Background: an optimization exercise with open tools, aiming at small area, a short achievable clock period and few clock cycles. Do not read the settings as production practice.
Function was checked by simulation only, so behaviour that the tests miss may differ from the original.

==> flow/design.v <==
`default_nettype none
module heq_ram #(
  parameter int WIDTH = 8,
  parameter int DEPTH = 256
) (
  input  wire                       clk,
  input  wire                       we,
  input  wire  [$clog2(DEPTH)-1:0]  waddr,
  input  wire  [WIDTH-1:0]          wdata,
  input  wire                       re,
  input  wire  [$clog2(DEPTH)-1:0]  raddr,
  output logic [WIDTH-1:0]          rdata
);
  logic [WIDTH-1:0] mem [0:DEPTH-1];
  always_ff @(posedge clk) begin
    if (we) begin
      mem[waddr] <= wdata;
    end
    if (re) begin
      rdata <= mem[raddr];
    end
  end
endmodule
`default_nettype wire
`default_nettype none
module heq_div #(
  parameter int NUM_W = 40,
  parameter int DEN_W = 24
) (
  input  wire               clk,
  input  wire               rst,
  input  wire               start,
  input  wire  [NUM_W-1:0]  num,
  input  wire  [DEN_W-1:0]  den,
  output logic              done,
  output logic [7:0]        quot
);
  logic [NUM_W-1:0] rem;
  logic [NUM_W-1:0] dsh;
  logic [8:0]       qacc;
  logic [3:0]       step;
  logic             running;
  logic             fits;
  assign fits = (rem >= dsh);
  assign quot = qacc[8] ? 8'd255 : qacc[7:0];
  always_ff @(posedge clk) begin
    if (start) begin
      rem  <= num;
      dsh  <= NUM_W'(den) << 8;
      qacc <= '0;
      step <= '0;
    end else if (running) begin
      if (fits) begin
        rem <= rem - dsh;
      end
      qacc <= {qacc[7:0], fits};
      dsh  <= dsh >> 1;
      step <= step + 1'b1;
    end
  end
  always_ff @(posedge clk) begin
    if (rst) begin
      running <= 1'b0;
      done    <= 1'b0;
    end else begin
      done <= 1'b0;
      if (start) begin
        running <= 1'b1;
      end else if (running && step == 4'd8) begin
        running <= 1'b0;
        done    <= 1'b1;
      end
    end
  end
endmodule
`default_nettype wire
`default_nettype none
module heq_front (
  input  wire                        clk,
  input  wire                        rst,
  input  wire                        s_tvalid,
  output logic                       s_tready,
  input  wire  [7:0]                 s_tdata,    
  input  wire                        s_tlast,
  input  wire                        s_tuser,    
  input  wire                        clearing,
  output logic                       avail,
  output logic [9:0]                 head,       
  input  wire                        pop
);
  localparam int Q_DEPTH = 4;
  localparam int Q_AW    = 2;
  logic [9:0]      q_mem [0:Q_DEPTH-1];
  logic [Q_AW-1:0] wptr;
  logic [Q_AW-1:0] rptr;
  logic [Q_AW:0]   fill;
  logic            push;
  logic [9:0]      in_item;
  always_comb begin
    in_item[9]   = s_tuser;                
    in_item[8:1] = s_tdata;                
    in_item[0]   = s_tlast & ~s_tuser;     
  end
  assign s_tready = (fill != (Q_AW+1)'(Q_DEPTH)) && !clearing;
  assign push     = s_tvalid && s_tready;
  assign avail    = (fill != '0);
  assign head     = q_mem[rptr];
  always_ff @(posedge clk) begin
    if (push) begin
      q_mem[wptr] <= in_item;
    end
  end
  always_ff @(posedge clk) begin
    if (rst) begin
      wptr <= '0;
      rptr <= '0;
      fill <= '0;
    end else begin
      if (push) begin
        wptr <= wptr + 1'b1;
      end
      if (pop) begin
        rptr <= rptr + 1'b1;
      end
      fill <= fill + (Q_AW+1)'(push) - (Q_AW+1)'(pop);
    end
  end
endmodule
`default_nettype wire
`default_nettype none
module heq_back #(
  parameter int MAX_PIXELS_LOG2 = 16
) (
  input  wire                clk,
  input  wire                rst,
  input  wire                avail,
  input  wire  [9:0]         head,       
  output logic               pop,
  output logic               clearing,
  output logic               m_tvalid,
  input  wire                m_tready,
  output logic [7:0]         m_tdata     
);
  localparam int PIX_W     = 8;
  localparam int LEVELS    = 256;
  localparam int TOP_LEVEL = 255;
  localparam int CNT_W = MAX_PIXELS_LOG2 + 1;
  localparam int CUM_W = CNT_W + 8;
  localparam int NUM_W = CNT_W + 17;
  localparam int DEN_W = CNT_W + 1;
  typedef enum logic [3:0] {
    ST_CLEAR,
    ST_IDLE,
    ST_CNT,
    ST_MAP,
    ST_BRD,
    ST_BACC,
    ST_BNUM,
    ST_BDIV,
    ST_BWR
  } state_t;
  state_t            state;
  logic [PIX_W-1:0]  idx;
  logic [CUM_W-1:0]  cum;
  logic [CNT_W-1:0]  total;
  logic [9:0]                 cur;
  logic              h_we;
  logic [PIX_W-1:0]  h_waddr;
  logic [CNT_W-1:0]  h_wdata;
  logic              h_re;
  logic [PIX_W-1:0]  h_raddr;
  logic [CNT_W-1:0]  h_rdata;
  logic [CNT_W-1:0]  bin_next;
  logic [CNT_W-1:0]  total_next;
  logic              m_we;
  logic [PIX_W-1:0]  m_wdata;
  logic              m_re;
  logic [PIX_W-1:0]  m_rdata;
  logic              div_start;
  logic              div_done;
  logic [7:0]        div_quot;
  logic [NUM_W-1:0]  num;
  logic              out_load;
  logic              last_idx;
  assign clearing = (state == ST_CLEAR);
  assign pop      = (state == ST_IDLE) && avail;
  assign last_idx = (idx == PIX_W'(TOP_LEVEL));
  assign out_load = (state == ST_MAP) && (!m_tvalid || m_tready);
  assign bin_next   = (h_rdata == '1) ? h_rdata : h_rdata + 1'b1;
  assign total_next = (total == '1) ? total : total + 1'b1;
  always_comb begin
    h_re    = (pop && head[9] == 1'b0) || (state == ST_BRD);
    h_raddr = (state == ST_BRD) ? idx : head[8:1];
    h_we    = (state == ST_CLEAR) || (state == ST_CNT) || (state == ST_BACC);
    h_waddr = (state == ST_CNT) ? cur[8:1] : idx;
    h_wdata = (state == ST_CNT) ? bin_next : '0;
  end
  assign m_re    = pop && head[9] == 1'b1;
  assign m_we    = (state == ST_BWR);
  assign m_wdata = (total == '0) ? '0 : div_quot;
  assign num       = (NUM_W'(cum) << 9) - (NUM_W'(cum) << 1) + NUM_W'(total);
  assign div_start = (state == ST_BNUM);
  heq_ram #(.WIDTH(CNT_W), .DEPTH(LEVELS)) u_hist (
    .clk   (clk),
    .we    (h_we),
    .waddr (h_waddr),
    .wdata (h_wdata),
    .re    (h_re),
    .raddr (h_raddr),
    .rdata (h_rdata)
  );
  heq_ram #(.WIDTH(PIX_W), .DEPTH(LEVELS)) u_map (
    .clk   (clk),
    .we    (m_we),
    .waddr (idx),
    .wdata (m_wdata),
    .re    (m_re),
    .raddr (head[8:1]),
    .rdata (m_rdata)
  );
  heq_div #(.NUM_W(NUM_W), .DEN_W(DEN_W)) u_div (
    .clk   (clk),
    .rst   (rst),
    .start (div_start),
    .num   (num),
    .den   ({total, 1'b0}),
    .done  (div_done),
    .quot  (div_quot)
  );
  always_ff @(posedge clk) begin
    if (rst) begin
      state    <= ST_CLEAR;
      idx      <= '0;
      total    <= '0;
      m_tvalid <= 1'b0;
    end else begin
      if (out_load) begin
        m_tvalid <= 1'b1;
        m_tdata  <= m_rdata;
      end else if (m_tready) begin
        m_tvalid <= 1'b0;
      end
      unique case (state)
        ST_CLEAR: begin
          idx <= idx + 1'b1;
          if (last_idx) begin
            state <= ST_IDLE;
          end
        end
        ST_IDLE: begin
          if (avail) begin
            state <= (head[9] == 1'b1) ? ST_MAP : ST_CNT;
          end
        end
        ST_CNT: begin
          total <= total_next;
          if (cur[0]) begin
            idx   <= '0;
            state <= ST_BRD;
          end else begin
            state <= ST_IDLE;
          end
        end
        ST_MAP: begin
          if (out_load) begin
            state <= ST_IDLE;
          end
        end
        ST_BRD: begin
          state <= ST_BACC;
        end
        ST_BACC: begin
          state <= ST_BNUM;
        end
        ST_BNUM: begin
          state <= ST_BDIV;
        end
        ST_BDIV: begin
          if (div_done) begin
            state <= ST_BWR;
          end
        end
        ST_BWR: begin
          idx <= idx + 1'b1;
          if (last_idx) begin
            total <= '0;
            state <= ST_IDLE;
          end else begin
            state <= ST_BRD;
          end
        end
        default: begin
          state <= ST_IDLE;
        end
      endcase
    end
  end
  always_ff @(posedge clk) begin
    if (pop) begin
      cur <= head;
    end
    if (state == ST_CNT) begin
      cum <= '0;
    end else if (state == ST_BACC) begin
      cum <= cum + CUM_W'(h_rdata);
    end
  end
endmodule
`default_nettype wire
`default_nettype none
module histogram_equalizer_core #(
  parameter int MAX_PIXELS_LOG2 = 16
) (
  input  wire         clk,
  input  wire         rst,
  input  wire         s_tvalid,
  output logic        s_tready,
  input  wire  [7:0]  s_tdata,    
  input  wire         s_tlast,
  input  wire         s_tuser,    
  output logic        m_tvalid,
  input  wire         m_tready,
  output logic [7:0]  m_tdata     
);
  logic  avail;
  logic  pop;
  logic  clearing;
  logic [9:0] head;
  heq_front u_front (
    .clk      (clk),
    .rst      (rst),
    .s_tvalid (s_tvalid),
    .s_tready (s_tready),
    .s_tdata  (s_tdata),
    .s_tlast  (s_tlast),
    .s_tuser  (s_tuser),
    .clearing (clearing),
    .avail    (avail),
    .head     (head),
    .pop      (pop)
  );
  heq_back #(.MAX_PIXELS_LOG2(MAX_PIXELS_LOG2)) u_back (
    .clk      (clk),
    .rst      (rst),
    .avail    (avail),
    .head     (head),
    .pop      (pop),
    .clearing (clearing),
    .m_tvalid (m_tvalid),
    .m_tready (m_tready),
    .m_tdata  (m_tdata)
  );
endmodule
`default_nettype wire
==> flow/run.sh <==
#!/bin/bash
# synth_recipe.tcl (not shown) runs the flow's synth.tcl, then flattens the netlist and writes it again
# the make line also repeats each setting of config.mk as NAME=value (left out here)
make -C /OpenROAD-flow-scripts/flow DESIGN_CONFIG=/design/flow/config.mk WORK_HOME=/design/flow/orfs CLKGATE_MAP_FILE= SYNTH_SCRIPT=/design/flow/synth_recipe.tcl finish
==> flow/config.mk <==
export PLATFORM = sky130hd
export DESIGN_NAME = histogram_equalizer_core
export DESIGN_NICKNAME = histogram_equalizer_core
export VERILOG_FILES = /design/flow/design.v
export SDC_FILE = /design/flow/constraint.sdc
export NUM_CORES = 4
export LEC_CHECK = 0
export CAP_MARGIN = 20
export CORE_MARGIN = 2
export CORE_UTILIZATION = 45
export PLACE_DENSITY = 0.6
export SLEW_MARGIN = 20
export SYNTH_MEMORY_MAX_BITS = 16384
==> flow/constraint.sdc <==
create_clock -name core_clock -period 10.0 [get_ports {clk}]
set_input_delay 2.0000 -clock core_clock [delete_from_list [all_inputs] [get_ports {clk}]]
set_output_delay 2.0000 -clock core_clock [all_outputs]
set_load 0.01 [all_outputs]
==> run notes <==
report_power, final:
part | switching, mW | internal (mW)
combinational | 6.06 | 2.65
clock | 10.6 | 13.6
sequential | 0.149 | 30.3
total | 16.8 | 46.6
critical path, stage by stage (launching register included):
cell,delay [ns]
dfxtp_1,0.75
mux4_4,1.10
mux2i_4,0.97
buf_12,0.47
buf_4,0.66
nand2_1,0.11
nand3_1,0.12
a31oi_1,0.16
nor3_1,0.83
o22ai_1,0.65
o311ai_1,0.49
registers in the layout (all words and copies together) (netlist names), 8 cells and up, named ones only:
register	flops
u_back.u_hist.mem	4352
u_back.u_map.mem	2048
u_front.q_mem	40
u_back.u_div.rem	34
u_back.u_div.dsh	26
u_back.cum	25
u_back.total	17
u_back.u_hist.rdata	17
u_back.cur	9
u_back.u_div.qacc	9
u_back.idx	8
u_back.m_tdata	8
u_back.u_map.rdata	8
path summary, 6_finish.rpt:
| kind | endpoint | slack (ns) | from |
|---|---|---|---|
| max | u_back.u_hist.rdata[8] | 3.16 | flip-flop |
| min | u_back.m_tdata[4] | 0.45 | u_back.u_map.rdata[4] |
| max reg2reg | u_back.u_hist.rdata[8] | 3.16 | flip-flop |
| min reg2reg | u_back.m_tdata[4] | 0.45 | u_back.u_map.rdata[4] |
cell type report:
class | instances | area share (%)
Antenna cell | 15 | 0.0127
Clock buffer | 834 | 5.90
Clock inverter | 368 | 1.16
Inverter | 109 | 0.141
Multi-Input combinational cell | 8470 | 20.8
Sequential cell | 6621 | 67.1
Tap cell | 7782 | 3.30
Timing Repair Buffer | 468 | 1.50
metal layers:
metal  routed length (um)  share of wire [%]  global-route usage [%]  vias to the layer above
met2               337000                 47                    37.4                     6305
met3                57000                8.0                    3.56                     1091
met1               293000                 41                    33.1                    75215
li1                     -                  -                       -                    63301
met4                25300                3.5                    7.63                        8
met5                  417              0.059                       0                        -
metrics by stage:
step                      utilization, %  setup WS, ns
after floorplan                        -         0.675
after global placement              46.8          3.33
after detailed placement            46.8          3.29
after CTS                           50.4          3.28
after global routing                50.4          2.92
final                               50.4          3.16
synthesized netlist by cell type (17+ instances only):
master	count	area [sq um]
edfxtp_1	6533	196000
nand2_1	2362	8870
mux2i_1	1620	16200
nand3_1	1219	6100
nor2_1	661	2480
mux4_2	520	11700
o22ai_1	512	3200
clkbuf_1	446	1670
a31oi_1	383	2400
buf_2	311	1560
o21ai_0	157	786
a32oi_1	135	1180
ha_1	113	1410
buf_1	112	420
a21oi_1	108	541
inv_1	107	402
nor3_1	107	536
dfxtp_1	88	1760
o221ai_1	86	753
buf_4	61	458
xnor2_1	59	517
xor2_1	48	420
buf_6	41	462
o32ai_1	32	280
o21a_1	30	225
a21o_1	21	158
or3_1	21	131
o31ai_1	20	150
nor2b_1	19	119
nand4_1	18	113
buf_12	17	340
o21ai_1	17	85.1
or4b_1	17	170
logic make-up after synthesis:
family | Yosys count | synth area share [%]
buffers and inverters | 1114 | 2.10
AND/OR/NAND/NOR | 4508 | 7.26
AO/OA/AOI/OAI | 1584 | 3.97
flip-flops | 6621 | 75.1
adder cells (fa/ha/maj) | 125 | 0.627
XOR/XNOR | 107 | 0.355
multiplexers | 2146 | 10.6
==> impl_metrics.yaml <==
status:
  outcome: "finished clean"
placement:
  dp_hpwl_um: 401000
  placed_cells: 23441
  place_area_sq_um: 274000
  gp_congestion: 0.825
  port_buffers: 23
clock_network:
  clock_latency_ns: 1.11
  numCtsBuffers: 662
  clkSinkCount: 6621
  clockBufferDepth: 4
  hold_buffers: 0
  cts_setup_buffers: 0
  clockRootBuffer: "clkbuf_16"
  cts_resized: 0
  cts_tree: "done"
  cts_max_level: 6
  clkTransAtPathRegs_ns: 0.06
synthesis:
  synth.net_count: 16344
  synth_edf_count: 6533
  synth_ff_type: "edfxtp_1"
  syn_area_per_cell_sq_um: 16.3
  syn_inst: 16205
  yosys_warnings: 5
  synthArstFlopShare_pct: 0
  ys_types: 82
  seq_area_frac_synth_pct: 75.1
  synth-seq-cells: 6621
  mappedNetlistArea_sq_um: 264000
final_layout:
  mostFrequentLayoutCells: "edfxtp_1, nand2_1, mux2i_1"
  layoutNonFillerInstCount: 24667
  fin_area_sq_um: 295000
  syn_to_final_growth_pct: 11.8
  fillers: 47699
  multi_input_area_sq_um: 61400
  seq_area_sq_um: 198000
  nets: 16471
  final_common_cell: "edfxtp_1"
  drive_above_1_share_pct: 12.5
global_route:
  grtUsageTotal_pct: 23.4
  gr-total-overflow: 0
  grt_pass1_wl_um: 1020000
  grt_max_degree: 209
  antenna_found_initial: 30
  grt_pass1_vias: 139946
sta:
  worst_slew_pin_slew_ns: 1.34
  rsz0062_at_grt: "no"
  finalCriticalPeriod_ns: 6.84
  drv_slew: 0
  fin_hold_ws_ns: 0.450
  slew_headroom_pct: 10.5
  fmax_mhz: 146
  final.setup_skew_ns: 0.0618
  setup_viol: 0
  fin_tns_setup_ns: 0
  hold_violations: 0
  fin_crit_sh_pct: 68.4
routing:
  first_pass_iters: 7
  drt-vias-per-instance: 5.92
  drt_iter0_drc: 17110
  wl_um: 713000
  drtAntennaViolNets: 0
  dr_total_vias: 145920
  drc: 0
  wire_per_inst_um: 28.9
worst_setup_path:
  path_class: "flip-flop to flip-flop"
  critical_path.endpoint_type: "flip-flop"
  crit_required_ns: 10.87
  r2r_cells: 10
  arrival_ns: 7.71
  start_kind: "flip-flop"
  path_max_fanout: 124
die:
  start_util_pct: 45.1
  fp.coreArea_sq_um: 585000
  pin_count: 24
  fp.dieH_um: 769
  rows: 281
  dieArea_sq_um: 592000
  fp.dieW_um: 769
hold_path:
  hold_class: "flip-flop to flip-flop"
  worstHoldPathCells: 0
power_and_ir_drop:
  peakVddDrop_v: 0.000206
  power_density_nw_per_um2: 215
  fin_total_pwr_mw: 63.4
  p_leak_nw: 98.8
flow_run:
  drv_cap: 0
Testbench counts, summed over its fixed seeds: cycles 245,784.

==> static timing again, ports no longer ideal <==
How much do the figures lean on ideal ports? The routed layout below was timed once more, with nothing changed but the port constraints.
Step 1: set_driving_cell puts a clkbuf_16 on clk and a buf_2 on each other input, an assumption about the parent block.
Step 2 moves the port delays by t, midway between the first and last clock arrival at a register: inputs arrive t later, outputs are due t later. That takes back most of the time a late clock gives input paths.
a / b / c = no drivers / after step 1 / after step 2; a / b = the first two.
t (ns): 1.196
slack for setup (ns): 3.162 / 3.162 / 3.162
worst hold slack (ns): 0.450 / 0.450 / 0.450
worst setup path at the end: register to register
worst data-port slew with drivers (ns): 0.34
After both steps this run still meets setup and hold. The setup slack of this run moves by 0.000 ns with the drivers and by 0.000 ns with both steps.
